From an optimization exercise on the open Yosys and OpenROAD flow, aimed at small area, a short achievable clock period and few clock cycles per item; shortcuts taken in it are not production practice.
Where RTL was checked, it was by simulation tests only, not by an equivalence proof against the original.
Function not checked in run 3: the RTL went through the layout flow alone.

## design/flow/standard.sh

```bash
#!/bin/bash
# synth_recipe.tcl (not shown) runs the flow's synth.tcl, then flattens the netlist and writes it again
# the make line also repeats each setting of config.mk as NAME=value (left out here)
make -C /OpenROAD-flow-scripts/flow DESIGN_CONFIG=/design/flow/config.mk WORK_HOME=/design/flow/orfs CLKGATE_MAP_FILE= SYNTH_SCRIPT=/design/flow/synth_recipe.tcl "${@:-finish}"
```

## design/flow/flow/run.sh

```bash
#!/bin/bash
# Standard layout, with the port buffers made of buf_1 instead of the flow's
# default pick, which is a slow delay cell. Every port still gets a buffer.
set -e
cp standard.sh standard_sh.txt
export BUFFER_PORTS_ARGS="-buffer_cell sky130_fd_sc_hd__buf_1"
bash standard.sh > standard.log 2>&1
```

## design/flow/constraint.sdc

```tcl
create_clock -name core_clock -period 6.0 [get_ports {clk}]
set_input_delay 1.2000 -clock core_clock [delete_from_list [all_inputs] [get_ports {clk}]]
set_output_delay 1.2000 -clock core_clock [all_outputs]
set_load 0.01 [all_outputs]
```

## design/flow/config.mk

```make
export PLATFORM = sky130hd
export DESIGN_NAME = julian_day_converter
export DESIGN_NICKNAME = julian_day_converter
export VERILOG_FILES = /design/flow/design.v
export SDC_FILE = /design/flow/constraint.sdc
export NUM_CORES = 4
export LEC_CHECK = 0
export CAP_MARGIN = 20
export CORE_MARGIN = 2
export CORE_UTILIZATION = 40
export SLEW_MARGIN = 20
```

## design/flow/design.v

```verilog
package jdc_pkg;
  localparam int YEAR_W  = 14;
  localparam int MONTH_W = 4;
  localparam int DAY_W   = 5;
  localparam int JDN_W   = 23;
  localparam int TDATA_W = 48;
  localparam logic [22:0] JDN_EPOCH = 23'd1721119;   
  localparam logic [22:0] JDN_FIRST = 23'd1721426;   
  localparam logic [22:0] JDN_LAST  = 23'd5373484;   
  localparam logic [18:0] EST_OFS = 19'd37704;
endpackage
module jdc_ctrl (
  input  logic clk,
  input  logic rst_n,
  input  logic in_tvalid,
  input  logic out_tready,
  output logic en,
  output logic vld_out
);
  logic v1_r, v2_r, v3_r;
  assign en      = ~v3_r | out_tready;
  assign vld_out = v3_r;
  always_ff @(posedge clk) begin
    if (!rst_n) begin
      v1_r <= 1'b0;
      v2_r <= 1'b0;
      v3_r <= 1'b0;
    end else if (en) begin
      v1_r <= in_tvalid;
      v2_r <= v1_r;
      v3_r <= v2_r;
    end
  end
endmodule
module jdc_fwd (
  input  logic [13:0] year,
  input  logic [3:0]  month,
  input  logic [4:0]  day,
  output logic [13:0] y_mar,
  output logic [8:0]  tday
);
  logic       early;
  logic [8:0] tmon;
  assign early = (month <= 4'd2);
  always_comb begin
    if (year == 14'd0) y_mar = early ? 14'd0 : 14'd1;
    else               y_mar = year - {13'd0, early};
  end
  always_comb begin
    case (month)
      4'd0:  tmon = 9'd275;
      4'd1:  tmon = 9'd306;
      4'd2:  tmon = 9'd337;
      4'd3:  tmon = 9'd0;
      4'd4:  tmon = 9'd31;
      4'd5:  tmon = 9'd61;
      4'd6:  tmon = 9'd92;
      4'd7:  tmon = 9'd122;
      4'd8:  tmon = 9'd153;
      4'd9:  tmon = 9'd184;
      4'd10: tmon = 9'd214;
      4'd11: tmon = 9'd245;
      4'd12: tmon = 9'd275;
      4'd13: tmon = 9'd306;
      4'd14: tmon = 9'd337;
      default: tmon = 9'd367;
    endcase
  end
  assign tday = tmon + {4'd0, day};
endmodule
import jdc_pkg::*;
module jdc_inv_est (
  input  logic [22:0] n,
  output logic [13:0] y_est,
  output logic        err
);
  logic [16:0] sa, sb, p;
  assign err   = (n < JDN_FIRST) || (n > JDN_LAST);
  logic e_c0, e_c1, e_c2, e_c3, e_c4, e_c5, e_c6, e_c7;
  logic e_c8, e_c9, e_c10, e_c11, e_c12, e_c13, e_c14, e_c15;
  logic e_c16, e_c17, e_c18, e_c19, e_c20, e_c21, e_c22, e_c23;
  logic e_c24, e_c25, e_c26, e_c27, e_c28, e_c29, e_c30, e_c31;
  logic e_c32, e_c33, e_c34, e_c35, e_c36, e_c37, e_c38, e_c39;
  logic e_c40, e_c41, e_c42, e_c43, e_c44, e_c45, e_c46, e_c47;
  logic e_c48, e_c49, e_c50, e_c51, e_c52, e_c53, e_c54, e_c55;
  logic e_c56, e_c57, e_c58, e_s0, e_s1, e_s2, e_s3, e_s4;
  logic e_s5, e_s6, e_s7, e_s8, e_s9, e_s10, e_s11, e_s12;
  logic e_s13, e_s14, e_s15, e_s16, e_s17, e_s18, e_s19, e_s20;
  logic e_s21, e_s22, e_s23, e_s24, e_s25, e_s26, e_s27, e_s28;
  logic e_s29, e_s30, e_s31, e_s32, e_s33, e_s34, e_s35, e_s36;
  logic e_s37, e_s38, e_s39, e_s40, e_s41, e_s42, e_s43, e_s44;
  logic e_s45, e_s46, e_s47, e_s48, e_s49, e_s50, e_s51, e_s52;
  logic e_s53, e_s54, e_s55, e_s56, e_s57, e_s58;
  assign e_s0 = n[7] ^ n[9];
  assign e_c0 = n[7] & n[9];
  assign e_s1 = n[8] ^ n[10];
  assign e_c1 = n[8] & n[10];
  assign e_s2 = n[9] ^ n[11] ^ n[12];
  assign e_c2 = (n[9] & n[11]) | (n[9] & n[12]) | (n[11] & n[12]);
  assign e_s3 = n[10] ^ n[12] ^ n[13];
  assign e_c3 = (n[10] & n[12]) | (n[10] & n[13]) | (n[12] & n[13]);
  assign e_s4 = n[11] ^ n[13] ^ n[14];
  assign e_c4 = (n[11] & n[13]) | (n[11] & n[14]) | (n[13] & n[14]);
  assign e_s5 = n[12] ^ n[14];
  assign e_c5 = n[12] & n[14];
  assign e_s6 = n[6] ^ n[8] ^ n[9];
  assign e_c6 = (n[6] & n[8]) | (n[6] & n[9]) | (n[8] & n[9]);
  assign e_s7 = n[10] ^ n[12] ^ ~n[15];
  assign e_c7 = (n[10] & n[12]) | (n[10] & ~n[15]) | (n[12] & ~n[15]);
  assign e_s8 = ~n[18] ^ 1'b1;
  assign e_c8 = ~n[18] & 1'b1;
  assign e_s9 = n[11] ^ n[13] ^ ~n[16];
  assign e_c9 = (n[11] & n[13]) | (n[11] & ~n[16]) | (n[13] & ~n[16]);
  assign e_s10 = ~n[19] ^ e_c0 ^ e_s1;
  assign e_c10 = (~n[19] & e_c0) | (~n[19] & e_s1) | (e_c0 & e_s1);
  assign e_s11 = n[14] ^ ~n[17] ^ ~n[20];
  assign e_c11 = (n[14] & ~n[17]) | (n[14] & ~n[20]) | (~n[17] & ~n[20]);
  assign e_s12 = 1'b1 ^ e_c1 ^ e_s2;
  assign e_c12 = (1'b1 & e_c1) | (1'b1 & e_s2) | (e_c1 & e_s2);
  assign e_s13 = n[15] ^ ~n[18] ^ ~n[21];
  assign e_c13 = (n[15] & ~n[18]) | (n[15] & ~n[21]) | (~n[18] & ~n[21]);
  assign e_s14 = 1'b1 ^ e_c2 ^ e_s3;
  assign e_c14 = (1'b1 & e_c2) | (1'b1 & e_s3) | (e_c2 & e_s3);
  assign e_s15 = n[16] ^ ~n[19] ^ ~n[22];
  assign e_c15 = (n[16] & ~n[19]) | (n[16] & ~n[22]) | (~n[19] & ~n[22]);
  assign e_s16 = 1'b1 ^ e_c3 ^ e_s4;
  assign e_c16 = (1'b1 & e_c3) | (1'b1 & e_s4) | (e_c3 & e_s4);
  assign e_s17 = n[15] ^ n[17] ^ ~n[20];
  assign e_c17 = (n[15] & n[17]) | (n[15] & ~n[20]) | (n[17] & ~n[20]);
  assign e_s18 = 1'b1 ^ e_c4 ^ e_s5;
  assign e_c18 = (1'b1 & e_c4) | (1'b1 & e_s5) | (e_c4 & e_s5);
  assign e_s19 = n[13] ^ n[15] ^ n[16];
  assign e_c19 = (n[13] & n[15]) | (n[13] & n[16]) | (n[15] & n[16]);
  assign e_s20 = n[18] ^ ~n[21] ^ e_c5;
  assign e_c20 = (n[18] & ~n[21]) | (n[18] & e_c5) | (~n[21] & e_c5);
  assign e_s21 = n[14] ^ n[16] ^ n[17];
  assign e_c21 = (n[14] & n[16]) | (n[14] & n[17]) | (n[16] & n[17]);
  assign e_s22 = n[19] ^ ~n[22];
  assign e_c22 = n[19] & ~n[22];
  assign e_s23 = n[15] ^ n[17] ^ n[18];
  assign e_c23 = (n[15] & n[17]) | (n[15] & n[18]) | (n[17] & n[18]);
  assign e_s24 = n[20] ^ 1'b1;
  assign e_c24 = n[20] & 1'b1;
  assign e_s25 = n[16] ^ n[18] ^ n[19];
  assign e_c25 = (n[16] & n[18]) | (n[16] & n[19]) | (n[18] & n[19]);
  assign e_s26 = n[17] ^ n[19] ^ n[20];
  assign e_c26 = (n[17] & n[19]) | (n[17] & n[20]) | (n[19] & n[20]);
  assign e_s27 = n[11] ^ ~n[14];
  assign e_c27 = n[11] & ~n[14];
  assign e_s28 = e_s0 ^ e_c6 ^ e_s7;
  assign e_c28 = (e_s0 & e_c6) | (e_s0 & e_s7) | (e_c6 & e_s7);
  assign e_s29 = e_c7 ^ e_c8 ^ e_s9;
  assign e_c29 = (e_c7 & e_c8) | (e_c7 & e_s9) | (e_c8 & e_s9);
  assign e_s30 = e_c9 ^ e_c10 ^ e_s11;
  assign e_c30 = (e_c9 & e_c10) | (e_c9 & e_s11) | (e_c10 & e_s11);
  assign e_s31 = e_c11 ^ e_c12 ^ e_s13;
  assign e_c31 = (e_c11 & e_c12) | (e_c11 & e_s13) | (e_c12 & e_s13);
  assign e_s32 = e_c13 ^ e_c14 ^ e_s15;
  assign e_c32 = (e_c13 & e_c14) | (e_c13 & e_s15) | (e_c14 & e_s15);
  assign e_s33 = e_c15 ^ e_c16 ^ e_s17;
  assign e_c33 = (e_c15 & e_c16) | (e_c15 & e_s17) | (e_c16 & e_s17);
  assign e_s34 = e_c17 ^ e_c18 ^ e_s19;
  assign e_c34 = (e_c17 & e_c18) | (e_c17 & e_s19) | (e_c18 & e_s19);
  assign e_s35 = e_c19 ^ e_c20 ^ e_s21;
  assign e_c35 = (e_c19 & e_c20) | (e_c19 & e_s21) | (e_c20 & e_s21);
  assign e_s36 = e_c21 ^ e_c22 ^ e_s23;
  assign e_c36 = (e_c21 & e_c22) | (e_c21 & e_s23) | (e_c22 & e_s23);
  assign e_s37 = n[21] ^ e_c23 ^ e_c24;
  assign e_c37 = (n[21] & e_c23) | (n[21] & e_c24) | (e_c23 & e_c24);
  assign e_s38 = n[22] ^ 1'b1 ^ e_c25;
  assign e_c38 = (n[22] & 1'b1) | (n[22] & e_c25) | (1'b1 & e_c25);
  assign e_s39 = n[18] ^ n[20] ^ n[21];
  assign e_c39 = (n[18] & n[20]) | (n[18] & n[21]) | (n[20] & n[21]);
  assign e_s40 = n[19] ^ n[21] ^ n[22];
  assign e_c40 = (n[19] & n[21]) | (n[19] & n[22]) | (n[21] & n[22]);
  assign e_s41 = n[20] ^ n[22];
  assign e_c41 = n[20] & n[22];
  assign e_s42 = ~n[17] ^ e_s6;
  assign e_c42 = ~n[17] & e_s6;
  assign e_s43 = e_s8 ^ e_c27 ^ e_s28;
  assign e_c43 = (e_s8 & e_c27) | (e_s8 & e_s28) | (e_c27 & e_s28);
  assign e_s44 = e_s10 ^ e_c28 ^ e_s29;
  assign e_c44 = (e_s10 & e_c28) | (e_s10 & e_s29) | (e_c28 & e_s29);
  assign e_s45 = e_s12 ^ e_c29 ^ e_s30;
  assign e_c45 = (e_s12 & e_c29) | (e_s12 & e_s30) | (e_c29 & e_s30);
  assign e_s46 = e_s14 ^ e_c30 ^ e_s31;
  assign e_c46 = (e_s14 & e_c30) | (e_s14 & e_s31) | (e_c30 & e_s31);
  assign e_s47 = e_s16 ^ e_c31 ^ e_s32;
  assign e_c47 = (e_s16 & e_c31) | (e_s16 & e_s32) | (e_c31 & e_s32);
  assign e_s48 = e_s18 ^ e_c32 ^ e_s33;
  assign e_c48 = (e_s18 & e_c32) | (e_s18 & e_s33) | (e_c32 & e_s33);
  assign e_s49 = e_s20 ^ e_c33 ^ e_s34;
  assign e_c49 = (e_s20 & e_c33) | (e_s20 & e_s34) | (e_c33 & e_s34);
  assign e_s50 = e_s22 ^ e_c34 ^ e_s35;
  assign e_c50 = (e_s22 & e_c34) | (e_s22 & e_s35) | (e_c34 & e_s35);
  assign e_s51 = e_s24 ^ e_c35 ^ e_s36;
  assign e_c51 = (e_s24 & e_c35) | (e_s24 & e_s36) | (e_c35 & e_s36);
  assign e_s52 = e_s25 ^ e_c36 ^ e_s37;
  assign e_c52 = (e_s25 & e_c36) | (e_s25 & e_s37) | (e_c36 & e_s37);
  assign e_s53 = e_s26 ^ e_c37 ^ e_s38;
  assign e_c53 = (e_s26 & e_c37) | (e_s26 & e_s38) | (e_c37 & e_s38);
  assign e_s54 = e_c26 ^ e_c38 ^ e_s39;
  assign e_c54 = (e_c26 & e_c38) | (e_c26 & e_s39) | (e_c38 & e_s39);
  assign e_s55 = 1'b1 ^ e_c39 ^ e_s40;
  assign e_c55 = (1'b1 & e_c39) | (1'b1 & e_s40) | (e_c39 & e_s40);
  assign e_s56 = 1'b1 ^ e_c40 ^ e_s41;
  assign e_c56 = (1'b1 & e_c40) | (1'b1 & e_s41) | (e_c40 & e_s41);
  assign e_s57 = n[21] ^ e_c41;
  assign e_c57 = n[21] & e_c41;
  assign e_s58 = n[22] ^ 1'b1;
  assign e_c58 = n[22] & 1'b1;
  assign sa = {e_c57, e_c56, e_c55, e_c54, e_c53, e_c52, e_c51, e_c50, e_c49, e_c48, e_c47, e_c46, e_c45, e_c44, e_c43, e_c42, e_s27};
  assign sb = {e_s58, e_s57, e_s56, e_s55, e_s54, e_s53, e_s52, e_s51, e_s50, e_s49, e_s48, e_s47, e_s46, e_s45, e_s44, e_s43, e_s42};
  assign p     = sa + sb;
  assign y_est = p[16:3];
endmodule
module jdc_inv_mon (
  input  logic [8:0]  doy,       
  output logic [3:0]  m          
);
  always_comb begin
    if      (doy >= 9'd337) m = 4'd11;
    else if (doy >= 9'd306) m = 4'd10;
    else if (doy >= 9'd275) m = 4'd9;
    else if (doy >= 9'd245) m = 4'd8;
    else if (doy >= 9'd214) m = 4'd7;
    else if (doy >= 9'd184) m = 4'd6;
    else if (doy >= 9'd153) m = 4'd5;
    else if (doy >= 9'd122) m = 4'd4;
    else if (doy >= 9'd92)  m = 4'd3;
    else if (doy >= 9'd61)  m = 4'd2;
    else if (doy >= 9'd31)  m = 4'd1;
    else                    m = 4'd0;
  end
endmodule
module jdc_inv_dec (
  input  logic [3:0]  m,         
  input  logic [4:0]  doy_lo,    
  input  logic        corr,      
  input  logic [13:0] y_est,
  output logic [13:0] year,
  output logic [3:0]  month,
  output logic [4:0]  day
);
  logic [4:0] start;             
  logic       jf;
  assign start = (m == 4'd0)  ? 5'(9'd0)   :
                 (m == 4'd1)  ? 5'(9'd31)  :
                 (m == 4'd2)  ? 5'(9'd61)  :
                 (m == 4'd3)  ? 5'(9'd92)  :
                 (m == 4'd4)  ? 5'(9'd122) :
                 (m == 4'd5)  ? 5'(9'd153) :
                 (m == 4'd6)  ? 5'(9'd184) :
                 (m == 4'd7)  ? 5'(9'd214) :
                 (m == 4'd8)  ? 5'(9'd245) :
                 (m == 4'd9)  ? 5'(9'd275) :
                 (m == 4'd10) ? 5'(9'd306) : 5'(9'd337);
  assign jf    = (m >= 4'd10);
  assign month = jf ? (m - 4'd9) : (m + 4'd3);
  assign day   = 5'(doy_lo - start + 5'd1);
  assign year  = y_est + {12'd0, corr & jf, corr ^ jf};
endmodule
import jdc_pkg::*;
module julian_day_converter (
  input  logic                         clk,
  input  logic                         rst_n,
  input  logic                         in_tvalid,
  output logic                         in_tready,
  input  logic [jdc_pkg::TDATA_W-1:0]  in_tdata,
  input  logic                         in_tuser,
  output logic                         out_tvalid,
  input  logic                         out_tready,
  output logic [jdc_pkg::TDATA_W-1:0]  out_tdata,
  output logic                         out_tuser
);
  logic        en;
  logic [13:0] y_mar, y_est;
  logic [8:0]  tday;
  logic        err0;
  logic [13:0] x1_r;      
  logic [9:0]  z1_r;      
  logic        op1_r, err1_r;
  logic [11:0] q;
  logic [15:0] cprod, ca, cb;
  logic [7:0]  cent;
  logic        r99, leap;
  logic [22:0] p, pa, pb;
  logic [9:0]  p2_r;      
  logic [13:0] w2_r;      
  logic [7:0]  c2_r;
  logic        leap2_r, op2_r, err2_r;
  logic [22:0] g;
  logic [9:0]  doy_c;
  logic        corr;
  logic [8:0]  doy;
  logic [3:0]  mon;
  logic [13:0] w3_r;      
  logic [9:0]  d3_r;      
  logic        op3_r, err3_r;
  logic [13:0] year_d;
  logic [3:0]  month_d;
  logic [4:0]  day_d;
  jdc_ctrl u_ctrl (
    .clk        (clk),
    .rst_n      (rst_n),
    .in_tvalid  (in_tvalid),
    .out_tready (out_tready),
    .en         (en),
    .vld_out    (out_tvalid)
  );
  jdc_fwd u_fwd (
    .year  (in_tdata[13:0]),
    .month (in_tdata[17:14]),
    .day   (in_tdata[22:18]),
    .y_mar (y_mar),
    .tday  (tday)
  );
  jdc_inv_est u_est (
    .n     (in_tdata[45:23]),
    .y_est (y_est),
    .err   (err0)
  );
  assign in_tready = en;
  always_ff @(posedge clk) begin
    if (en) begin
      x1_r   <= in_tuser ? y_est : y_mar;
      z1_r   <= in_tuser ? ~in_tdata[32:23] : {1'b0, tday};
      op1_r  <= in_tuser;
      err1_r <= in_tuser & err0;
    end
  end
  assign q     = x1_r[13:2];
  logic q_c0, q_c1, q_c2, q_c3, q_c4, q_c5, q_c6, q_c7;
  logic q_c8, q_c9, q_c10, q_c11, q_c12, q_c13, q_c14, q_c15;
  logic q_c16, q_c17, q_c18, q_c19, q_c20, q_c21, q_c22, q_c23;
  logic q_c24, q_s0, q_s1, q_s2, q_s3, q_s4, q_s5, q_s6;
  logic q_s7, q_s8, q_s9, q_s10, q_s11, q_s12, q_s13, q_s14;
  logic q_s15, q_s16, q_s17, q_s18, q_s19, q_s20, q_s21, q_s22;
  logic q_s23, q_s24;
  assign q_s0 = q[0] ^ q[2];
  assign q_c0 = q[0] & q[2];
  assign q_s1 = q[1] ^ q[3] ^ q[6];
  assign q_c1 = (q[1] & q[3]) | (q[1] & q[6]) | (q[3] & q[6]);
  assign q_s2 = q[2] ^ q[4] ^ q[7];
  assign q_c2 = (q[2] & q[4]) | (q[2] & q[7]) | (q[4] & q[7]);
  assign q_s3 = q[3] ^ q[5] ^ q[8];
  assign q_c3 = (q[3] & q[5]) | (q[3] & q[8]) | (q[5] & q[8]);
  assign q_s4 = q[4] ^ q[6] ^ q[9];
  assign q_c4 = (q[4] & q[6]) | (q[4] & q[9]) | (q[6] & q[9]);
  assign q_s5 = q[5] ^ q[7] ^ q[10];
  assign q_c5 = (q[5] & q[7]) | (q[5] & q[10]) | (q[7] & q[10]);
  assign q_s6 = q[6] ^ q[8] ^ q[11];
  assign q_c6 = (q[6] & q[8]) | (q[6] & q[11]) | (q[8] & q[11]);
  assign q_s7 = q[7] ^ q[9];
  assign q_c7 = q[7] & q[9];
  assign q_s8 = q[8] ^ q[10];
  assign q_c8 = q[8] & q[10];
  assign q_s9 = q[9] ^ q[11];
  assign q_c9 = q[9] & q[11];
  assign q_s10 = q[2] ^ ~q[7];
  assign q_c10 = q[2] & ~q[7];
  assign q_s11 = q[0] ^ q[3] ^ ~q[8];
  assign q_c11 = (q[0] & q[3]) | (q[0] & ~q[8]) | (q[3] & ~q[8]);
  assign q_s12 = q[1] ^ q[4] ^ ~q[9];
  assign q_c12 = (q[1] & q[4]) | (q[1] & ~q[9]) | (q[4] & ~q[9]);
  assign q_s13 = q[5] ^ ~q[10] ^ q_s0;
  assign q_c13 = (q[5] & ~q[10]) | (q[5] & q_s0) | (~q[10] & q_s0);
  assign q_s14 = ~q[11] ^ q_c0 ^ q_s1;
  assign q_c14 = (~q[11] & q_c0) | (~q[11] & q_s1) | (q_c0 & q_s1);
  assign q_s15 = 1'b1 ^ q_c1 ^ q_s2;
  assign q_c15 = (1'b1 & q_c1) | (1'b1 & q_s2) | (q_c1 & q_s2);
  assign q_s16 = 1'b1 ^ q_c2 ^ q_s3;
  assign q_c16 = (1'b1 & q_c2) | (1'b1 & q_s3) | (q_c2 & q_s3);
  assign q_s17 = 1'b1 ^ q_c3 ^ q_s4;
  assign q_c17 = (1'b1 & q_c3) | (1'b1 & q_s4) | (q_c3 & q_s4);
  assign q_s18 = 1'b1 ^ q_c4 ^ q_s5;
  assign q_c18 = (1'b1 & q_c4) | (1'b1 & q_s5) | (q_c4 & q_s5);
  assign q_s19 = 1'b1 ^ q_c5 ^ q_s6;
  assign q_c19 = (1'b1 & q_c5) | (1'b1 & q_s6) | (q_c5 & q_s6);
  assign q_s20 = 1'b1 ^ q_c6 ^ q_s7;
  assign q_c20 = (1'b1 & q_c6) | (1'b1 & q_s7) | (q_c6 & q_s7);
  assign q_s21 = 1'b1 ^ q_c7 ^ q_s8;
  assign q_c21 = (1'b1 & q_c7) | (1'b1 & q_s8) | (q_c7 & q_s8);
  assign q_s22 = 1'b1 ^ q_c8 ^ q_s9;
  assign q_c22 = (1'b1 & q_c8) | (1'b1 & q_s9) | (q_c8 & q_s9);
  assign q_s23 = q[10] ^ 1'b1 ^ q_c9;
  assign q_c23 = (q[10] & 1'b1) | (q[10] & q_c9) | (1'b1 & q_c9);
  assign q_s24 = q[11] ^ 1'b1;
  assign q_c24 = q[11] & 1'b1;
  assign ca = {1'b1, q_c23, q_c22, q_c21, q_c20, q_c19, q_c18, q_c17, q_c16, q_c15, q_c14, q_c13, q_c12, q_c11, q_c10, 1'b1};
  assign cb = {q_c24, q_s24, q_s23, q_s22, q_s21, q_s20, q_s19, q_s18, q_s17, q_s16, q_s15, q_s14, q_s13, q_s12, q_s11, q_s10};
  assign cprod = ca + cb;
  assign cent  = cprod[15:8];
  assign r99   = (x1_r[1:0] == 2'b11) && (cprod[7:0] >= 8'd246);
  assign leap  = (x1_r[1:0] == 2'b11) && (!r99 || (cent[1:0] == 2'b11));
  logic f_c0, f_c1, f_c2, f_c3, f_c4, f_c5, f_c6, f_c7;
  logic f_c8, f_c9, f_c10, f_c11, f_c12, f_c13, f_c14, f_c15;
  logic f_c16, f_c17, f_c18, f_c19, f_c20, f_c21, f_c22, f_c23;
  logic f_c24, f_c25, f_c26, f_c27, f_c28, f_c29, f_c30, f_c31;
  logic f_c32, f_c33, f_c34, f_c35, f_c36, f_c37, f_c38, f_c39;
  logic f_c40, f_c41, f_c42, f_c43, f_c44, f_c45, f_c46, f_c47;
  logic f_c48, f_c49, f_c50, f_c51, f_c52, f_c53, f_c54, f_c55;
  logic f_c56, f_c57, f_c58, f_c59, f_c60, f_c61, f_c62, f_c63;
  logic f_c64, f_c65, f_c66, f_c67, f_c68, f_c69, f_c70, f_c71;
  logic f_c72, f_c73, f_c74, f_c75, f_c76, f_c77, f_c78, f_c79;
  logic f_c80, f_c81, f_c82, f_c83, f_c84, f_c85, f_s0, f_s1;
  logic f_s2, f_s3, f_s4, f_s5, f_s6, f_s7, f_s8, f_s9;
  logic f_s10, f_s11, f_s12, f_s13, f_s14, f_s15, f_s16, f_s17;
  logic f_s18, f_s19, f_s20, f_s21, f_s22, f_s23, f_s24, f_s25;
  logic f_s26, f_s27, f_s28, f_s29, f_s30, f_s31, f_s32, f_s33;
  logic f_s34, f_s35, f_s36, f_s37, f_s38, f_s39, f_s40, f_s41;
  logic f_s42, f_s43, f_s44, f_s45, f_s46, f_s47, f_s48, f_s49;
  logic f_s50, f_s51, f_s52, f_s53, f_s54, f_s55, f_s56, f_s57;
  logic f_s58, f_s59, f_s60, f_s61, f_s62, f_s63, f_s64, f_s65;
  logic f_s66, f_s67, f_s68, f_s69, f_s70, f_s71, f_s72, f_s73;
  logic f_s74, f_s75, f_s76, f_s77, f_s78, f_s79, f_s80, f_s81;
  logic f_s82, f_s83, f_s84, f_s85;
  assign f_s0 = x1_r[0] ^ x1_r[1];
  assign f_c0 = x1_r[0] & x1_r[1];
  assign f_s1 = x1_r[1] ^ x1_r[2] ^ x1_r[4];
  assign f_c1 = (x1_r[1] & x1_r[2]) | (x1_r[1] & x1_r[4]) | (x1_r[2] & x1_r[4]);
  assign f_s2 = x1_r[0] ^ x1_r[2] ^ x1_r[3];
  assign f_c2 = (x1_r[0] & x1_r[2]) | (x1_r[0] & x1_r[3]) | (x1_r[2] & x1_r[3]);
  assign f_s3 = x1_r[5] ^ x1_r[6] ^ x1_r[8];
  assign f_c3 = (x1_r[5] & x1_r[6]) | (x1_r[5] & x1_r[8]) | (x1_r[6] & x1_r[8]);
  assign f_s4 = x1_r[1] ^ x1_r[3] ^ x1_r[4];
  assign f_c4 = (x1_r[1] & x1_r[3]) | (x1_r[1] & x1_r[4]) | (x1_r[3] & x1_r[4]);
  assign f_s5 = x1_r[6] ^ x1_r[7] ^ x1_r[9];
  assign f_c5 = (x1_r[6] & x1_r[7]) | (x1_r[6] & x1_r[9]) | (x1_r[7] & x1_r[9]);
  assign f_s6 = x1_r[11] ^ z1_r[9];
  assign f_c6 = x1_r[11] & z1_r[9];
  assign f_s7 = x1_r[2] ^ x1_r[4] ^ x1_r[5];
  assign f_c7 = (x1_r[2] & x1_r[4]) | (x1_r[2] & x1_r[5]) | (x1_r[4] & x1_r[5]);
  assign f_s8 = x1_r[7] ^ x1_r[8] ^ x1_r[10];
  assign f_c8 = (x1_r[7] & x1_r[8]) | (x1_r[7] & x1_r[10]) | (x1_r[8] & x1_r[10]);
  assign f_s9 = x1_r[3] ^ x1_r[5] ^ x1_r[6];
  assign f_c9 = (x1_r[3] & x1_r[5]) | (x1_r[3] & x1_r[6]) | (x1_r[5] & x1_r[6]);
  assign f_s10 = x1_r[8] ^ x1_r[9];
  assign f_c10 = x1_r[8] & x1_r[9];
  assign f_s11 = x1_r[4] ^ x1_r[6] ^ x1_r[7];
  assign f_c11 = (x1_r[4] & x1_r[6]) | (x1_r[4] & x1_r[7]) | (x1_r[6] & x1_r[7]);
  assign f_s12 = x1_r[5] ^ x1_r[7];
  assign f_c12 = x1_r[5] & x1_r[7];
  assign f_s13 = x1_r[6] ^ x1_r[8];
  assign f_c13 = x1_r[6] & x1_r[8];
  assign f_s14 = x1_r[0] ^ x1_r[2];
  assign f_c14 = x1_r[0] & x1_r[2];
  assign f_s15 = x1_r[1] ^ x1_r[3];
  assign f_c15 = x1_r[1] & x1_r[3];
  assign f_s16 = x1_r[0] ^ x1_r[2] ^ x1_r[4];
  assign f_c16 = (x1_r[0] & x1_r[2]) | (x1_r[0] & x1_r[4]) | (x1_r[2] & x1_r[4]);
  assign f_s17 = x1_r[0] ^ x1_r[1] ^ x1_r[3];
  assign f_c17 = (x1_r[0] & x1_r[1]) | (x1_r[0] & x1_r[3]) | (x1_r[1] & x1_r[3]);
  assign f_s18 = x1_r[5] ^ z1_r[3];
  assign f_c18 = x1_r[5] & z1_r[3];
  assign f_s19 = x1_r[1] ^ x1_r[2] ^ x1_r[4];
  assign f_c19 = (x1_r[1] & x1_r[2]) | (x1_r[1] & x1_r[4]) | (x1_r[2] & x1_r[4]);
  assign f_s20 = x1_r[6] ^ z1_r[4] ^ 1'b1;
  assign f_c20 = (x1_r[6] & z1_r[4]) | (x1_r[6] & 1'b1) | (z1_r[4] & 1'b1);
  assign f_s21 = x1_r[0] ^ x1_r[2] ^ x1_r[3];
  assign f_c21 = (x1_r[0] & x1_r[2]) | (x1_r[0] & x1_r[3]) | (x1_r[2] & x1_r[3]);
  assign f_s22 = x1_r[5] ^ x1_r[7] ^ z1_r[5];
  assign f_c22 = (x1_r[5] & x1_r[7]) | (x1_r[5] & z1_r[5]) | (x1_r[7] & z1_r[5]);
  assign f_s23 = x1_r[3] ^ x1_r[4] ^ x1_r[6];
  assign f_c23 = (x1_r[3] & x1_r[4]) | (x1_r[3] & x1_r[6]) | (x1_r[4] & x1_r[6]);
  assign f_s24 = x1_r[8] ^ z1_r[6] ^ f_s0;
  assign f_c24 = (x1_r[8] & z1_r[6]) | (x1_r[8] & f_s0) | (z1_r[6] & f_s0);
  assign f_s25 = x1_r[5] ^ x1_r[7] ^ x1_r[9];
  assign f_c25 = (x1_r[5] & x1_r[7]) | (x1_r[5] & x1_r[9]) | (x1_r[7] & x1_r[9]);
  assign f_s26 = z1_r[7] ^ f_c0 ^ f_s1;
  assign f_c26 = (z1_r[7] & f_c0) | (z1_r[7] & f_s1) | (f_c0 & f_s1);
  assign f_s27 = x1_r[10] ^ z1_r[8] ^ 1'b1;
  assign f_c27 = (x1_r[10] & z1_r[8]) | (x1_r[10] & 1'b1) | (z1_r[8] & 1'b1);
  assign f_s28 = f_c1 ^ f_s2 ^ f_s3;
  assign f_c28 = (f_c1 & f_s2) | (f_c1 & f_s3) | (f_s2 & f_s3);
  assign f_s29 = 1'b1 ^ f_c2 ^ f_c3;
  assign f_c29 = (1'b1 & f_c2) | (1'b1 & f_c3) | (f_c2 & f_c3);
  assign f_s30 = f_s4 ^ f_s5 ^ f_s6;
  assign f_c30 = (f_s4 & f_s5) | (f_s4 & f_s6) | (f_s5 & f_s6);
  assign f_s31 = x1_r[12] ^ f_c4 ^ f_c5;
  assign f_c31 = (x1_r[12] & f_c4) | (x1_r[12] & f_c5) | (f_c4 & f_c5);
  assign f_s32 = f_c6 ^ f_s7 ^ f_s8;
  assign f_c32 = (f_c6 & f_s7) | (f_c6 & f_s8) | (f_s7 & f_s8);
  assign f_s33 = x1_r[11] ^ x1_r[13] ^ f_c7;
  assign f_c33 = (x1_r[11] & x1_r[13]) | (x1_r[11] & f_c7) | (x1_r[13] & f_c7);
  assign f_s34 = f_c8 ^ f_s9 ^ f_s10;
  assign f_c34 = (f_c8 & f_s9) | (f_c8 & f_s10) | (f_s9 & f_s10);
  assign f_s35 = x1_r[9] ^ x1_r[10] ^ x1_r[12];
  assign f_c35 = (x1_r[9] & x1_r[10]) | (x1_r[9] & x1_r[12]) | (x1_r[10] & x1_r[12]);
  assign f_s36 = f_c9 ^ f_c10 ^ f_s11;
  assign f_c36 = (f_c9 & f_c10) | (f_c9 & f_s11) | (f_c10 & f_s11);
  assign f_s37 = x1_r[8] ^ x1_r[10] ^ x1_r[11];
  assign f_c37 = (x1_r[8] & x1_r[10]) | (x1_r[8] & x1_r[11]) | (x1_r[10] & x1_r[11]);
  assign f_s38 = x1_r[13] ^ f_c11 ^ f_s12;
  assign f_c38 = (x1_r[13] & f_c11) | (x1_r[13] & f_s12) | (f_c11 & f_s12);
  assign f_s39 = x1_r[9] ^ x1_r[11] ^ x1_r[12];
  assign f_c39 = (x1_r[9] & x1_r[11]) | (x1_r[9] & x1_r[12]) | (x1_r[11] & x1_r[12]);
  assign f_s40 = 1'b1 ^ f_c12 ^ f_s13;
  assign f_c40 = (1'b1 & f_c12) | (1'b1 & f_s13) | (f_c12 & f_s13);
  assign f_s41 = x1_r[7] ^ x1_r[9] ^ x1_r[10];
  assign f_c41 = (x1_r[7] & x1_r[9]) | (x1_r[7] & x1_r[10]) | (x1_r[9] & x1_r[10]);
  assign f_s42 = x1_r[12] ^ x1_r[13] ^ f_c13;
  assign f_c42 = (x1_r[12] & x1_r[13]) | (x1_r[12] & f_c13) | (x1_r[13] & f_c13);
  assign f_s43 = x1_r[8] ^ x1_r[10] ^ x1_r[11];
  assign f_c43 = (x1_r[8] & x1_r[10]) | (x1_r[8] & x1_r[11]) | (x1_r[10] & x1_r[11]);
  assign f_s44 = x1_r[9] ^ x1_r[11];
  assign f_c44 = x1_r[9] & x1_r[11];
  assign f_s45 = z1_r[0] ^ op1_r;
  assign f_c45 = z1_r[0] & op1_r;
  assign f_s46 = z1_r[1] ^ 1'b1 ^ f_c14;
  assign f_c46 = (z1_r[1] & 1'b1) | (z1_r[1] & f_c14) | (1'b1 & f_c14);
  assign f_s47 = z1_r[2] ^ 1'b1 ^ f_c15;
  assign f_c47 = (z1_r[2] & 1'b1) | (z1_r[2] & f_c15) | (1'b1 & f_c15);
  assign f_s48 = 1'b1 ^ f_c16 ^ f_s17;
  assign f_c48 = (1'b1 & f_c16) | (1'b1 & f_s17) | (f_c16 & f_s17);
  assign f_s49 = f_c17 ^ f_c18 ^ f_s19;
  assign f_c49 = (f_c17 & f_c18) | (f_c17 & f_s19) | (f_c18 & f_s19);
  assign f_s50 = f_c19 ^ f_c20 ^ f_s21;
  assign f_c50 = (f_c19 & f_c20) | (f_c19 & f_s21) | (f_c20 & f_s21);
  assign f_s51 = f_c21 ^ f_c22 ^ f_s23;
  assign f_c51 = (f_c21 & f_c22) | (f_c21 & f_s23) | (f_c22 & f_s23);
  assign f_s52 = f_c23 ^ f_c24 ^ f_s25;
  assign f_c52 = (f_c23 & f_c24) | (f_c23 & f_s25) | (f_c24 & f_s25);
  assign f_s53 = f_c25 ^ f_c26 ^ f_s27;
  assign f_c53 = (f_c25 & f_c26) | (f_c25 & f_s27) | (f_c26 & f_s27);
  assign f_s54 = f_c27 ^ f_c28 ^ f_s29;
  assign f_c54 = (f_c27 & f_c28) | (f_c27 & f_s29) | (f_c28 & f_s29);
  assign f_s55 = f_c29 ^ f_c30 ^ f_s31;
  assign f_c55 = (f_c29 & f_c30) | (f_c29 & f_s31) | (f_c30 & f_s31);
  assign f_s56 = f_c31 ^ f_c32 ^ f_s33;
  assign f_c56 = (f_c31 & f_c32) | (f_c31 & f_s33) | (f_c32 & f_s33);
  assign f_s57 = f_c33 ^ f_c34 ^ f_s35;
  assign f_c57 = (f_c33 & f_c34) | (f_c33 & f_s35) | (f_c34 & f_s35);
  assign f_s58 = f_c35 ^ f_c36 ^ f_s37;
  assign f_c58 = (f_c35 & f_c36) | (f_c35 & f_s37) | (f_c36 & f_s37);
  assign f_s59 = f_c37 ^ f_c38 ^ f_s39;
  assign f_c59 = (f_c37 & f_c38) | (f_c37 & f_s39) | (f_c38 & f_s39);
  assign f_s60 = f_c39 ^ f_c40 ^ f_s41;
  assign f_c60 = (f_c39 & f_c40) | (f_c39 & f_s41) | (f_c40 & f_s41);
  assign f_s61 = x1_r[13] ^ f_c41 ^ f_c42;
  assign f_c61 = (x1_r[13] & f_c41) | (x1_r[13] & f_c42) | (f_c41 & f_c42);
  assign f_s62 = x1_r[12] ^ 1'b1 ^ f_c43;
  assign f_c62 = (x1_r[12] & 1'b1) | (x1_r[12] & f_c43) | (1'b1 & f_c43);
  assign f_s63 = x1_r[10] ^ x1_r[12] ^ x1_r[13];
  assign f_c63 = (x1_r[10] & x1_r[12]) | (x1_r[10] & x1_r[13]) | (x1_r[12] & x1_r[13]);
  assign f_s64 = x1_r[11] ^ x1_r[13];
  assign f_c64 = x1_r[11] & x1_r[13];
  assign f_s65 = 1'b1 ^ f_s14;
  assign f_c65 = 1'b1 & f_s14;
  assign f_s66 = f_s15 ^ f_c45 ^ f_s46;
  assign f_c66 = (f_s15 & f_c45) | (f_s15 & f_s46) | (f_c45 & f_s46);
  assign f_s67 = f_s16 ^ f_c46 ^ f_s47;
  assign f_c67 = (f_s16 & f_c46) | (f_s16 & f_s47) | (f_c46 & f_s47);
  assign f_s68 = f_s18 ^ f_c47 ^ f_s48;
  assign f_c68 = (f_s18 & f_c47) | (f_s18 & f_s48) | (f_c47 & f_s48);
  assign f_s69 = f_s20 ^ f_c48 ^ f_s49;
  assign f_c69 = (f_s20 & f_c48) | (f_s20 & f_s49) | (f_c48 & f_s49);
  assign f_s70 = f_s22 ^ f_c49 ^ f_s50;
  assign f_c70 = (f_s22 & f_c49) | (f_s22 & f_s50) | (f_c49 & f_s50);
  assign f_s71 = f_s24 ^ f_c50 ^ f_s51;
  assign f_c71 = (f_s24 & f_c50) | (f_s24 & f_s51) | (f_c50 & f_s51);
  assign f_s72 = f_s26 ^ f_c51 ^ f_s52;
  assign f_c72 = (f_s26 & f_c51) | (f_s26 & f_s52) | (f_c51 & f_s52);
  assign f_s73 = f_s28 ^ f_c52 ^ f_s53;
  assign f_c73 = (f_s28 & f_c52) | (f_s28 & f_s53) | (f_c52 & f_s53);
  assign f_s74 = f_s30 ^ f_c53 ^ f_s54;
  assign f_c74 = (f_s30 & f_c53) | (f_s30 & f_s54) | (f_c53 & f_s54);
  assign f_s75 = f_s32 ^ f_c54 ^ f_s55;
  assign f_c75 = (f_s32 & f_c54) | (f_s32 & f_s55) | (f_c54 & f_s55);
  assign f_s76 = f_s34 ^ f_c55 ^ f_s56;
  assign f_c76 = (f_s34 & f_c55) | (f_s34 & f_s56) | (f_c55 & f_s56);
  assign f_s77 = f_s36 ^ f_c56 ^ f_s57;
  assign f_c77 = (f_s36 & f_c56) | (f_s36 & f_s57) | (f_c56 & f_s57);
  assign f_s78 = f_s38 ^ f_c57 ^ f_s58;
  assign f_c78 = (f_s38 & f_c57) | (f_s38 & f_s58) | (f_c57 & f_s58);
  assign f_s79 = f_s40 ^ f_c58 ^ f_s59;
  assign f_c79 = (f_s40 & f_c58) | (f_s40 & f_s59) | (f_c58 & f_s59);
  assign f_s80 = f_s42 ^ f_c59 ^ f_s60;
  assign f_c80 = (f_s42 & f_c59) | (f_s42 & f_s60) | (f_c59 & f_s60);
  assign f_s81 = f_s43 ^ f_c60 ^ f_s61;
  assign f_c81 = (f_s43 & f_c60) | (f_s43 & f_s61) | (f_c60 & f_s61);
  assign f_s82 = f_s44 ^ f_c61 ^ f_s62;
  assign f_c82 = (f_s44 & f_c61) | (f_s44 & f_s62) | (f_c61 & f_s62);
  assign f_s83 = f_c44 ^ f_c62 ^ f_s63;
  assign f_c83 = (f_c44 & f_c62) | (f_c44 & f_s63) | (f_c62 & f_s63);
  assign f_s84 = 1'b1 ^ f_c63 ^ f_s64;
  assign f_c84 = (1'b1 & f_c63) | (1'b1 & f_s64) | (f_c63 & f_s64);
  assign f_s85 = x1_r[12] ^ 1'b1 ^ f_c64;
  assign f_c85 = (x1_r[12] & 1'b1) | (x1_r[12] & f_c64) | (1'b1 & f_c64);
  assign pa = {1'b0, x1_r[13], f_c84, f_c83, f_c82, f_c81, f_c80, f_c79, f_c78, f_c77, f_c76, f_c75, f_c74, f_c73, f_c72, f_c71, f_c70, f_c69, f_c68, f_c67, f_c66, f_c65, f_s45};
  assign pb = {1'b0, f_c85, f_s85, f_s84, f_s83, f_s82, f_s81, f_s80, f_s79, f_s78, f_s77, f_s76, f_s75, f_s74, f_s73, f_s72, f_s71, f_s70, f_s69, f_s68, f_s67, f_s66, f_s65};
  assign p = pa + pb;
  always_ff @(posedge clk) begin
    if (en) begin
      p2_r    <= p[9:0];
      w2_r    <= op1_r ? x1_r : {1'b0, p[22:10]};
      c2_r    <= cent;
      leap2_r <= leap;
      op2_r   <= op1_r;
      err2_r  <= err1_r;
    end
  end
  assign g     = {w2_r[12:0], p2_r} - {15'd0, c2_r} + {17'd0, c2_r[7:2]};
  assign doy_c = ~g[9:0];
  assign corr  = leap2_r ? (doy_c >= 10'd366) : (doy_c >= 10'd365);
  assign doy   = corr ? 9'(doy_c - (leap2_r ? 10'd366 : 10'd365)) : doy_c[8:0];
  jdc_inv_mon u_mon (
    .doy (doy),
    .m   (mon)
  );
  always_ff @(posedge clk) begin
    if (en) begin
      w3_r   <= op2_r ? w2_r : {1'b0, g[22:10]};
      d3_r   <= op2_r ? {corr, mon, doy[4:0]} : g[9:0];
      op3_r  <= op2_r;
      err3_r <= err2_r;
    end
  end
  jdc_inv_dec u_dec (
    .m      (d3_r[8:5]),
    .doy_lo (d3_r[4:0]),
    .corr   (d3_r[9]),
    .y_est  (w3_r),
    .year   (year_d),
    .month  (month_d),
    .day    (day_d)
  );
  always_comb begin
    out_tdata = '0;
    out_tuser = 1'b0;
    if (!op3_r) begin
      out_tdata[22:0] = {w3_r[12:0], d3_r};
    end else if (err3_r) begin
      out_tuser = 1'b1;
    end else begin
      out_tdata[36:23] = year_d;
      out_tdata[40:37] = month_d;
      out_tdata[45:41] = day_d;
    end
  end
endmodule
```

==> results of run 1 <==
[cells in the final DEF, fill, tap and decap left out, drive strengths merged, types with 32 or more instances in the layout]
| master | count |
|---|---|
| a21oi | 78 |
| buf | 121 |
| edfxtp | 87 |
| fa | 124 |
| ha | 153 |
| inv | 311 |
| nand2 | 92 |
| nor2 | 77 |
| nor3 | 32 |
| o21ai | 87 |
| xnor2 | 61 |
| xor2 | 34 |
[routing by layer]
metal  wire length [um]  share of wire, %
met1              12660                45
met2              13810                49
met3                902               3.2
met4                558               2.0
met5                  0                 0
[worst paths after layout]
check / cells after the start / endpoint / startpoint
setup / recovery: 18 / x1_r[13]$_DFFE_PP_ / in_tdata[32]
hold reg to reg: 0 / err3_r$_DFFE_PP_ / err2_r$_DFFE_PP_
setup reg to reg: 15 / w2_r[11]$_DFFE_PP_ / x1_r[4]$_DFFE_PP_
hold / removal: 0 / err3_r$_DFFE_PP_ / err2_r$_DFFE_PP_
[flip-flops by register name (all words and copies together), names as in the netlist]
register     cells
u_ctrl.v3_r      1
op1_r            1
err1_r           1
u_ctrl.v1_r      1
d3_r            10
err3_r           1
x1_r            14
leap2_r          1
z1_r            10
c2_r             8
err2_r           1
w2_r            14
p2_r            10
w3_r            14
op3_r            1
u_ctrl.v2_r      1
op2_r            1
[critical path, cell delays in order]
cell	delay (ns)
buf_1	0.36
ha_1	0.35
fa_1	0.54
inv_1	0.05
fa_1	0.47
inv_1	0.04
ha_1	0.28
a31o_2	0.24
a21oi_1	0.22
o21bai_1	0.11
a21oi_1	0.20
nand2b_1	0.17
a211oi_1	0.13
nor3_1	0.29
nor3_1	0.09
a2111oi_0	0.48
xnor2_1	0.19
o22ai_1	0.10
[logic make-up (layout without fill, tap and decap cells)]
kind of cell               count (synthesis)  in the layout
AOI/OAI and AO/OA                        296            296
xor gates and xnor gates                  95             95
adders and majority gates                277            277
buffers and inverters                    343            447
DFF                                       90             90
muxes                                      7              7
other                                      1              2
and+or+nand+nor                          352            352
[final cells by class]
cell class                 instances  area share [%]
multi-input combinational       1029           63.31
sequential                        90           18.85
inverter                         310           8.218
timing repair buffer             121           3.787
tap                              402           3.548
clock buffer                       9           1.589
clock inverter                     7          0.6973
[through the flow]
stage                     area [sq um]  instances
after floorplan                  12950       1462
after global placement           13850       1952
after detailed placement         13850       1952
after CTS                        14170       1968
after global routing             14170       1968
final                            14170       1968
==> impl_metrics.ini, run 1 <==
[status]
status = finished clean

[floorplan]
fp.dieW_um = 183.9
rows = 65
ioPinCount = 104
core_area_sq_um = 31720
fp.dieH_um = 183.9
start_util_pct = 40.83
fp.dieArea_sq_um = 33830

[finish]
drive_gt1_share_pct = 3.895
multi_input_area_sq_um = 8974
syn_to_final_growth_pct = 9.448
regArea_sq_um = 2673
final_nets = 1891
num-fill-cells = 3175
diodes = 0
fin_util_pct = 44.69

[sta]
finalSetupViolCount = 0
finalMaxSlewViolations = 0
finalClockSkew_ns = 0.01520
clock.fmax_ghz = 0.1842
fin_crit_ns = 5.429
rsz0062_at_grt = no
whs_ns = 0.4186
fin_tns_setup_ns = 0
worst_slew_pin_slew_ns = 1.015
relSlewSlack_pct = 31.78
worst_slack_ns = 0.5710
period_share_pct = 90.48
hold_viol = 0

[drt]
ant_nets = 0
totalWireLength_um = 27930
vias = 10030
drt_iter0_drc = 373
avgRoutedWirePerCell_um = 14.19
drc = 0
firstDrtPassIters = 5
via_per_inst = 5.095

[synth]
synth-warning-count = 4
synthFlopType = edfxtp_1
synthAdderAreaFrac_pct = 33.95
yosysTopAreaCellShare_pct = 20.17
synth_area_leaders = edfxtp_1 20%, fa_1 19%, ha_1 15%, inv_1 9.0%, xnor2_1 4.1%
synth-seq-cells = 90
ys_types = 80
synth_compound_gate_area_share_pct = 14.54
synth_top_area_cell = edfxtp_1
synth_cells = 1461
synth_xor_area_share_pct = 6.627
async_flop_share_pct = 0
yosysSeqAreaShare_pct = 20.64
synthMostInstantiatedCell = inv_1
synth_top_family_by_area = adder cells
synthMuxAreaShare_pct = 0.6376
syn_area_sq_um = 12950
synth_simple_gate_area_share_pct = 13.48
synth_edf_count = 87
yosys-top-cells-count = 310 x inv_1, 153 x ha_1, 124 x fa_1, 92 x nand2_1, 87 x edfxtp_1
syn-mean-instance-area_sq_um = 8.865

[setup_path]
end_kind = flop
start_kind = input pin
r2r_slack_ns = 0.61
critical_path_required_ns = 6.07
critPathKind = input pin to flop
crit_fanout = 5
cp_data_arrival_time_ns = 5.50

[global_route]
antenna_found_initial = 0
grt_use_total_pct = 17.10
grtUsageMet3_pct = 1.783
grt_first_pass_wirelength_um = 47030
use_met1_pct = 21.13
overflow = 0
grt_max_degree = 67
grt_pass1_vias = 9930
globalRouteMet2Util_pct = 31.58
grt-busiest-layer = met2

[place]
placement.io_buffers = 99
hpwl_um = 23250
post-place-ws_ns = 0.1848
place_congestion = 0.9016

[clock_tree]
path_clk_slew_ns = 0.07
cts_buffers = 9
cts_resized = 0
cts_tree = done
clk_latency_ns = 0.36
postCtsSetupBuffers = 0
cts_buffer_depth = 2
cts_sinks = 90
cts_htree_levels = 3
cts_hold_buf = 0
root_buffer = clkbuf_16

[min_path]
hold_path.class = flop to flop

[job]
maxCapViolCount = 0
Testbench counts, summed over its fixed seeds: cycles 8,024, items 8,000.
==> run 2, diff against run 1 <==
==> design/flow/flow/run.sh (replaced) <==
#!/bin/bash
# Standard layout with two changes:
# - port buffers are buf_1 instead of the flow's default pick, a slow delay
#   cell; every port still gets its buffer;
# - after the standard synthesis, flow/invopt.py chooses the output polarity
#   of each full-adder cell (a full adder is self-dual) so that fewer
#   inverters are needed between adder cells. Registers, ports and all other
#   cells are left as the standard synthesis made them.
set -euo pipefail
cp standard.sh standard_sh.txt
export BUFFER_PORTS_ARGS="-buffer_cell sky130_fd_sc_hd__buf_1"
R=orfs/results/sky130hd/julian_day_converter/base
bash standard.sh synth > standard_synth.log 2>&1
cp $R/1_2_yosys.v yosys_netlist_standard.v
python3 flow/invopt.py yosys_netlist_standard.v $R/1_2_yosys.v > invopt.log 2>&1
touch $R/1_2_yosys.v
bash standard.sh > standard.log 2>&1
==> design/flow/flow/invopt.py (new file) <==
#!/usr/bin/env python3
"""Full-adder polarity pass on a mapped sky130hd netlist.

A full adder is self-dual: fa(~a, ~b, ~c) = ~fa(a, b, c) for both outputs.
Yosys's adder extraction leaves many inverters between adder cells. This pass
treats every inverter as a free negation, chooses for each fa cell whether it
computes the true or the complemented outputs, and then puts back one inverter
per net whose complement is still needed. Registers, ports and every other cell
are untouched; inverters that drive a port are kept.
usage: invopt.py IN.v OUT.v
"""
import re, sys

OUTPINS = {"X", "Y", "Q", "Q_N", "SUM", "COUT", "HI", "LO"}
src = open(sys.argv[1]).read()

inst_re = re.compile(r"^(\s*)(sky130_fd_sc_hd__\w+)\s+(\\\S+\s|\S+)\s*\((.*?)\);\n", re.S | re.M)
pin_re = re.compile(r"\.(\w+)\(\s*(\\\S+\s|[^()\s]+)\s*\)")

def norm(n):
    return n.strip()

# module ports
m = re.search(r"module\s+\w+\s*\((.*?)\);", src, re.S)
ports_out = set()
for d in re.finditer(r"^\s*output\s+(?:\[[^\]]*\]\s*)?(.*?);", src, re.M):
    pass
# output port nets: declared "output [..] name;" -> bits used as name[i] or name
outdecl = {}
for d in re.finditer(r"^\s*output\s+(\[(\d+):(\d+)\]\s*)?(\\\S+\s|\w+)\s*;", src, re.M):
    name = norm(d.group(4))
    outdecl[name] = (int(d.group(2)), int(d.group(3))) if d.group(1) else None

def is_out_port(net):
    base = re.sub(r"\[\d+\]$", "", net)
    return base in outdecl

insts = []
for mo in inst_re.finditer(src):
    typ, name, body = mo.group(2), norm(mo.group(3)), mo.group(4)
    pins = [(p, norm(n)) for p, n in pin_re.findall(body)]
    insts.append(dict(typ=typ, name=name, pins=pins, span=mo.span(), indent=mo.group(1)))

is_inv = lambda t: re.match(r"sky130_fd_sc_hd__(clk)?inv_\d+$", t) is not None
drv_inv = {}   # net Y -> net A for removable inverters
keep = set()
for i in insts:
    if is_inv(i["typ"]):
        d = dict(i["pins"])
        if is_out_port(d["Y"]):
            keep.add(i["name"])
        else:
            drv_inv[d["Y"]] = d["A"]

def resolve(net):
    par = 0
    while net in drv_inv:
        net = drv_inv[net]; par ^= 1
    return net, par

fa = [i for i in insts if i["typ"].startswith("sky130_fd_sc_hd__fa_")]
fa_idx = {i["name"]: k for k, i in enumerate(fa)}
out_of = {}   # base net -> fa index driving it
for k, i in enumerate(fa):
    for p, n in i["pins"]:
        if p in ("SUM", "COUT"):
            out_of[n] = k

# consumers: list of (inst index or None, pin, base net, parity)
cons = []
for i in insts:
    if is_inv(i["typ"]) and i["name"] not in keep:
        continue
    for p, n in i["pins"]:
        if p in OUTPINS:
            continue
        b, par = resolve(n)
        cons.append([i, p, b, par])
flip = [0] * len(fa)
by_net = {}
for c in cons:
    by_net.setdefault(c[2], []).append(c)
fa_in = {k: [] for k in range(len(fa))}
for c in cons:
    if c[0]["name"] in fa_idx:
        fa_in[fa_idx[c[0]["name"]]].append(c)

def need(c):
    b = c[2]
    ph = flip[out_of[b]] if b in out_of else 0
    f = flip[fa_idx[c[0]["name"]]] if c[0]["name"] in fa_idx else 0
    return c[3] ^ ph ^ f

def netcost(b):
    return 1 if any(need(c) for c in by_net.get(b, [])) else 0

def affected(k):
    nets = {c[2] for c in fa_in[k]}
    for p, n in fa[k]["pins"]:
        if p in ("SUM", "COUT"):
            nets.add(n)
    return nets

before = sum(netcost(b) for b in by_net)
improved = True
rounds = 0
while improved and rounds < 50:
    improved = False; rounds += 1
    for k in range(len(fa)):
        nets = affected(k)
        c0 = sum(netcost(b) for b in nets)
        flip[k] ^= 1
        c1 = sum(netcost(b) for b in nets)
        if c1 < c0:
            improved = True
        else:
            flip[k] ^= 1
after = sum(netcost(b) for b in by_net)
sys.stderr.write(f"inverters: {len(drv_inv)} removable, nets needing one before {before}, after {after}, fa flipped {sum(flip)}\n")

# rebuild
neg_name = {}
newwires = []
newinsts = []
def negnet(b):
    if b not in neg_name:
        k = len(neg_name)
        neg_name[b] = f"_invopt_n{k}_"
        newwires.append(neg_name[b])
        bn = b + " " if b.startswith("\\") else b
        newinsts.append(f"  sky130_fd_sc_hd__inv_1 _invopt_i{k}_ (\n    .A({bn}),\n    .Y({neg_name[b]})\n  );\n")
    return neg_name[b]

repl = {}
for c in cons:
    b = c[2]
    n = negnet(b) if need(c) else b
    repl[(c[0]["name"], c[1])] = n
out = []
pos = 0
for i in insts:
    s, e = i["span"]
    out.append(src[pos:s]); pos = e
    if is_inv(i["typ"]) and i["name"] not in keep:
        continue
    nm = i["name"] + " " if i["name"].startswith("\\") else i["name"]
    pl = []
    for p, n in i["pins"]:
        nn = repl.get((i["name"], p), n)
        if nn.startswith("\\"):
            nn += " "
        pl.append(f"    .{p}({nn})")
    out.append(f"{i['indent']}{i['typ']} {nm} (\n" + ",\n".join(pl) + "\n  );\n")
out.append(src[pos:])
txt = "".join(out)
# declare new wires and add new inverters before endmodule
idx = txt.rindex("endmodule")
decl = "".join(f"  wire {w};\n" for w in newwires)
txt = txt[:idx] + decl + "".join(newinsts) + txt[idx:]
open(sys.argv[2], "w").write(txt)
==> run 2 against run 1 <==
Effect of this change: sequential share of layout area rose by 0.66 points; synthesized cell count decreased by 8.0%; non-clock buffer count down 4; critical path type unchanged; global-route usage increased by 0.36 points.
==> impl_metrics.ini, run 2 <==
[status]
status = finished clean

[floorplan]
start_util_pct = 40.80
fp.dieH_um = 180.9
ioPinCount = 104
fp.dieArea_sq_um = 32710
fp.dieW_um = 180.9
core_area_sq_um = 30670
rows = 64

[sta]
finalMaxSlewViolations = 0
fin_crit_ns = 5.359
clock.fmax_ghz = 0.1866
finalClockSkew_ns = 0.005112
hold_viol = 0
finalSetupViolCount = 0
period_share_pct = 89.32
worst_slew_pin_slew_ns = 1.011
rsz0062_at_grt = no
fin_tns_setup_ns = 0
relSlewSlack_pct = 32.03
worst_slack_ns = 0.6410

[clock_tree]
cts_tree = done
cts_htree_levels = 3
root_buffer = clkbuf_16
cts_buffers = 9
path_clk_slew_ns = 0.07
cts_buffer_depth = 2
postCtsSetupBuffers = 0
cts_resized = 0
clk_latency_ns = 0.36
cts_sinks = 90
cts_hold_buf = 0

[setup_path]
crit_family = adder cells
cp_data_arrival_time_ns = 5.44
start_kind = input pin
end_kind = flop
cp_num_buf_inv = 3
cpPeakStageDelay_ns = 0.55
critical_path_required_ns = 6.08
cpMostUsedCell = fa_1
path_cells = buf_1 > inv_1 > fa_1 > ha_1 > inv_1 > fa_1 > fa_1 > ha_1 > or3_1 > o21ai_0 > a211oi_1 > nor3_1 > nor3_1 > a2111oi_0 > xnor2_1 > o22ai_1
cp_slowest_cell = fa_1
crit_fanout = 5
critPathKind = input pin to flop

[global_route]
grt_use_total_pct = 17.45
grt_max_degree = 59
antenna_found_initial = 0
grt_pass1_vias = 9838
grt_first_pass_wirelength_um = 46860
overflow = 0

[synth]
synth_cells = 1344
syn_area_sq_um = 12510
synth-warning-count = 4
syn-mean-instance-area_sq_um = 9.310

[place]
hpwl_um = 22900
placement.io_buffers = 99
postPlaceCellArea_sq_um = 13370
place_congestion = 0.8826
post-place-ws_ns = 0.2109

[drt]
ant_nets = 0
via_per_inst = 5.244
drt_iter0_drc = 359
vias = 9654
avgRoutedWirePerCell_um = 14.90
firstDrtPassIters = 5
totalWireLength_um = 27420
drc = 0

[finish]
final_design_area_no_fill_sq_um = 13690
num-fill-cells = 3015
final_nets = 1770
largestRegisters = w2_r x14, w3_r x14, x1_r x14
final_cell_mix = 192 x inv_1, 153 x ha_1, 124 x fa_1
drive_gt1_share_pct = 3.875
syn_to_final_growth_pct = 9.440
layout_commonest_cell = inv_1
diodes = 0

[min_path]
hold_path.class = flop to flop

[job]
maxCapViolCount = 0
[run 2: stage by stage]
| step | utilization [%] | hold slack [ns] | cells |
|---|---|---|---|
| 3_3_place_gp | 43.61 | 0.4088 | 1825 |
| 3_5_place_dp | 43.61 | 0.4108 | 1825 |
| 5_1_grt | 44.65 | 0.4335 | 1841 |
| 6_report | 44.65 | 0.4230 | 1841 |
| 4_1_cts | 44.65 | 0.4272 | 1841 |
| 2_1_floorplan | - | 0.4003 | 1345 |
[run 2: layout make-up]
cell class / count / area, sq um / area share [%]
Clock buffer: 10 / 229.0 / 1.672
Timing Repair Buffer: 117 / 506.7 / 3.701
Sequential cell: 90 / 2673 / 19.52
Clock inverter: 6 / 90.09 / 0.6579
Inverter: 193 / 725.7 / 5.300
Tap cell: 396 / 495.5 / 3.618
Multi-Input combinational cell: 1029 / 8974 / 65.53
[run 2: worst paths after layout]
kind / from / to / slack [ns] / cells past startpoint
worst max-delay path: in_tdata[34] / x1_r[13]$_DFFE_PP_ / 0.64 / 16
worst min-delay path: err2_r$_DFFE_PP_ / err3_r$_DFFE_PP_ / 0.42 / 0
worst max register to register: x1_r[6]$_DFFE_PP_ / w2_r[11]$_DFFE_PP_ / 0.76 / 15
worst min register to register: err2_r$_DFFE_PP_ / err3_r$_DFFE_PP_ / 0.42 / 0
[run 2: layer usage]
layer  global-route usage [%]  part of all wire [%]
met5                        0                     0
met4                    5.484                   2.3
met3                    2.298                   3.5
met2                    30.95                    49
met1                    21.99                    45
[run 2: worst reg2reg max path: stages (launching register included)]
cell,delay [ns]
edfxtp_1,0.58
inv_1,0.38
fa_1,0.50
fa_1,0.40
fa_1,0.48
fa_1,0.48
inv_1,0.04
ha_1,0.36
nand2_1,0.07
nor4b_1,0.46
o31ai_1,0.24
o31ai_1,0.47
a211o_1,0.22
a21oi_1,0.08
xnor2_1,0.13
mux2i_1,0.08
==> run 3, diff against run 2 <==
--- a/design/flow/design.v
+++ b/design/flow/design.v
@@ -246,13 +246,18 @@
   logic       jf;
-  assign start = (m == 4'd0)  ? 5'(9'd0)   :
-                 (m == 4'd1)  ? 5'(9'd31)  :
-                 (m == 4'd2)  ? 5'(9'd61)  :
-                 (m == 4'd3)  ? 5'(9'd92)  :
-                 (m == 4'd4)  ? 5'(9'd122) :
-                 (m == 4'd5)  ? 5'(9'd153) :
-                 (m == 4'd6)  ? 5'(9'd184) :
-                 (m == 4'd7)  ? 5'(9'd214) :
-                 (m == 4'd8)  ? 5'(9'd245) :
-                 (m == 4'd9)  ? 5'(9'd275) :
-                 (m == 4'd10) ? 5'(9'd306) : 5'(9'd337);
+  always_comb begin
+    case (m)
+      4'd0:    start = 5'(9'd0);
+      4'd1:    start = 5'(9'd31);
+      4'd2:    start = 5'(9'd61);
+      4'd3:    start = 5'(9'd92);
+      4'd4:    start = 5'(9'd122);
+      4'd5:    start = 5'(9'd153);
+      4'd6:    start = 5'(9'd184);
+      4'd7:    start = 5'(9'd214);
+      4'd8:    start = 5'(9'd245);
+      4'd9:    start = 5'(9'd275);
+      4'd10:   start = 5'(9'd306);
+      default: start = 5'(9'd337);
+    endcase
+  end
   assign jf    = (m >= 4'd10);
==> run 3 against run 2 <==
Effect of this change: final area is 2.3% higher; fmax shrank 3.6%; area after synthesis up 1.7%; routed wire length is 1.6% higher; core utilization down 0.12 points; count of clock-buffer cells in the layout is the same; global-route usage up 0.11 points; synthesized cell count barely moved; non-clock buffer count increased by 17; critical path type is now flop to flop; critical endpoint is now u_dec.start[0]$_DFF_P_.
==> impl_metrics.ini, run 3 <==
[clock_tree]
clk_latency_ns = 0.35
postCtsSetupBuffers = 0
cts_tree = done
cts_htree_levels = 3
cts_buffer_depth = 2
cts_buffers = 9
cts_sinks = 95
path_clk_slew_ns = 0.07
root_buffer = clkbuf_16

[finish]
final_cell_mix = 186 x inv_1, 156 x ha_1, 124 x fa_1
diodes = 0
syn_to_final_growth_pct = 10.08
final_nets = 1789
largestRegisters = w2_r x14, w3_r x14, x1_r x14
layout_commonest_cell = inv_1
final_design_area_no_fill_sq_um = 14010
drive_gt1_share_pct = 5.681

[sta]
fin_tns_setup_ns = 0
clock.fmax_ghz = 0.1799
hold_viol = 0
worst_slew_pin_slew_ns = 1.012
finalClockSkew_ns = 0.01162
finalMaxSlewViolations = 0
rsz0062_at_grt = no
whs_ns = 0.4283
fin_crit_ns = 5.558
period_share_pct = 92.64
finalSetupViolCount = 0
relSlewSlack_pct = 32.53

[floorplan]
fp.dieW_um = 182.4
start_util_pct = 40.45
core_area_sq_um = 31470
fp.dieArea_sq_um = 33270
ioPinCount = 104
rows = 65
fp.dieH_um = 182.4

[synth]
syn_area_sq_um = 12730
synth-warning-count = 5
synth_cells = 1345
syn-mean-instance-area_sq_um = 9.465

[min_path]
min_to = err3_r$_DFFE_PN_
min-delay-start = err2_r$_DFFE_PN_
hold_depth = 0
hold_path.class = flop to flop

[global_route]
overflow = 0
antenna_found_initial = 0
grt_first_pass_wirelength_um = 47940
grt_max_degree = 82
grt_pass1_vias = 10030
grt_use_total_pct = 17.56

[setup_path]
cp_data_arrival_time_ns = 5.84
reg2reg_to = u_dec.start[0]$_DFF_P_
end_kind = flop
r2r_cells = 18
critical_path_required_ns = 6.28
crit_fanout = 6
critPathKind = flop to flop
start_kind = flop
r2r_start = c2_r[4]$_DFFE_PN_
r2r_slack_ns = 0.44

[drt]
drt_iter0_drc = 443
firstDrtPassIters = 5
avgRoutedWirePerCell_um = 14.95
ant_nets = 0
via_per_inst = 5.228
totalWireLength_um = 27850
vias = 9739
drc = 0

[place]
placement.io_buffers = 99
postPlaceCellArea_sq_um = 13730
hpwl_um = 23500
place_congestion = 0.9246

[job]
maxCapViolCount = 0

[status]
status = finished clean
run 3: how the worst max path moves through the flow:
stage	slack, ns	to	from
floorplan	0.78	x1_r[13]$_DFFE_PN_	in_tdata[33]
global placement	0.25	x1_r[13]$_DFFE_PN_	in_tdata[35]
detailed placement	0.21	x1_r[13]$_DFFE_PN_	in_tdata[35]
CTS	0.31	u_dec.start[0]$_DFF_P_	c2_r[2]$_DFFE_PN_
global route	0.01	u_dec.start[1]$_DFF_P_	c2_r[2]$_DFFE_PN_
finish	0.44	u_dec.start[0]$_DFF_P_	c2_r[4]$_DFFE_PN_
run 3: area by class of cell:
type / count / area (sq um)
Fill cell: 3066 / 17460
Multi-Input combinational cell: 1029 / 9128
Sequential cell: 95 / 2773
Inverter: 187 / 703.2
Timing Repair Buffer: 134 / 634.4
Tap cell: 402 / 503.0
Clock buffer: 10 / 229.0
Clock inverter: 6 / 45.04
run 3: critical path: stages, from the launching register on:
cell	delay [ns]
edfxtp_1	0.43
fa_1	0.45
ha_1	0.39
nor2b_4	0.17
o2111a_1	0.27
or4_4	0.51
a221o_1	0.43
a31oi_1	0.27
nor4b_1	0.10
or4_1	0.58
a2111o_1	0.52
and4_1	0.22
o32ai_2	0.26
buf_4	0.17
o21a_1	0.13
ha_1	0.14
inv_1	0.06
mux2_1	0.28
mux2i_1	0.12
run 3: timing repair:
| action | 4_1_cts | 5_1_grt |
|---|---|---|
| hold buffers | 0 | 0 |
| endpoints found under the setup margin | 0 | 1 |
| hold endpoints to repair | 0 | 0 |
| gates resized for setup | 0 | 1 |
run 3: per-layer routing:
metal | GRT usage (%) | routed length, um | vias to the layer above
met5 | 0 | 0 | -
met4 | 4.419 | 593 | 0
met3 | 2.075 | 830 | 41
met2 | 32.31 | 13820 | 183
met1 | 21.86 | 12610 | 4625
li1 | - | - | 4890
run 3: through the flow:
stage / instances / util [%] / worst slack, ns
after global placement: 1847 / 43.63 / 0.2515
after detailed placement: 1847 / 43.63 / 0.2066
after CTS: 1863 / 44.50 / 0.3107
after global routing: 1863 / 44.53 / 0.01172
after floorplan: 1346 / - / 0.7767
final: 1863 / 44.53 / 0.4419

==> port drivers added, routing unchanged <==
No port has a modelled driver above. Below, the same layouts with a new extraction and two added sets of constraints. Step 1 assumes that a clkbuf_16 drives the clock port and a buf_2 every other input. Step 2 also shifts input and output timing later by t, the mid clock arrival at the registers, as if the neighbouring blocks saw the same clock. Three values: ideal ports, drivers, drivers and shift; two values: the first two.
run	t, ns	setup slack, ns	hold WS [ns]
run 1	0.397	0.571 / 0.595 / 0.198	0.419 / 0.419 / 0.419
run 2	0.398	0.641 / 0.661 / 0.264	0.423 / 0.423 / 0.423
run 3	0.391	0.442 / 0.442 / 0.216	0.428 / 0.428 / 0.428
After both steps every run listed still meets setup and hold. The setup slack of run 2, which loses most, moves by +0.020 ns with the drivers and by -0.377 ns with both steps.
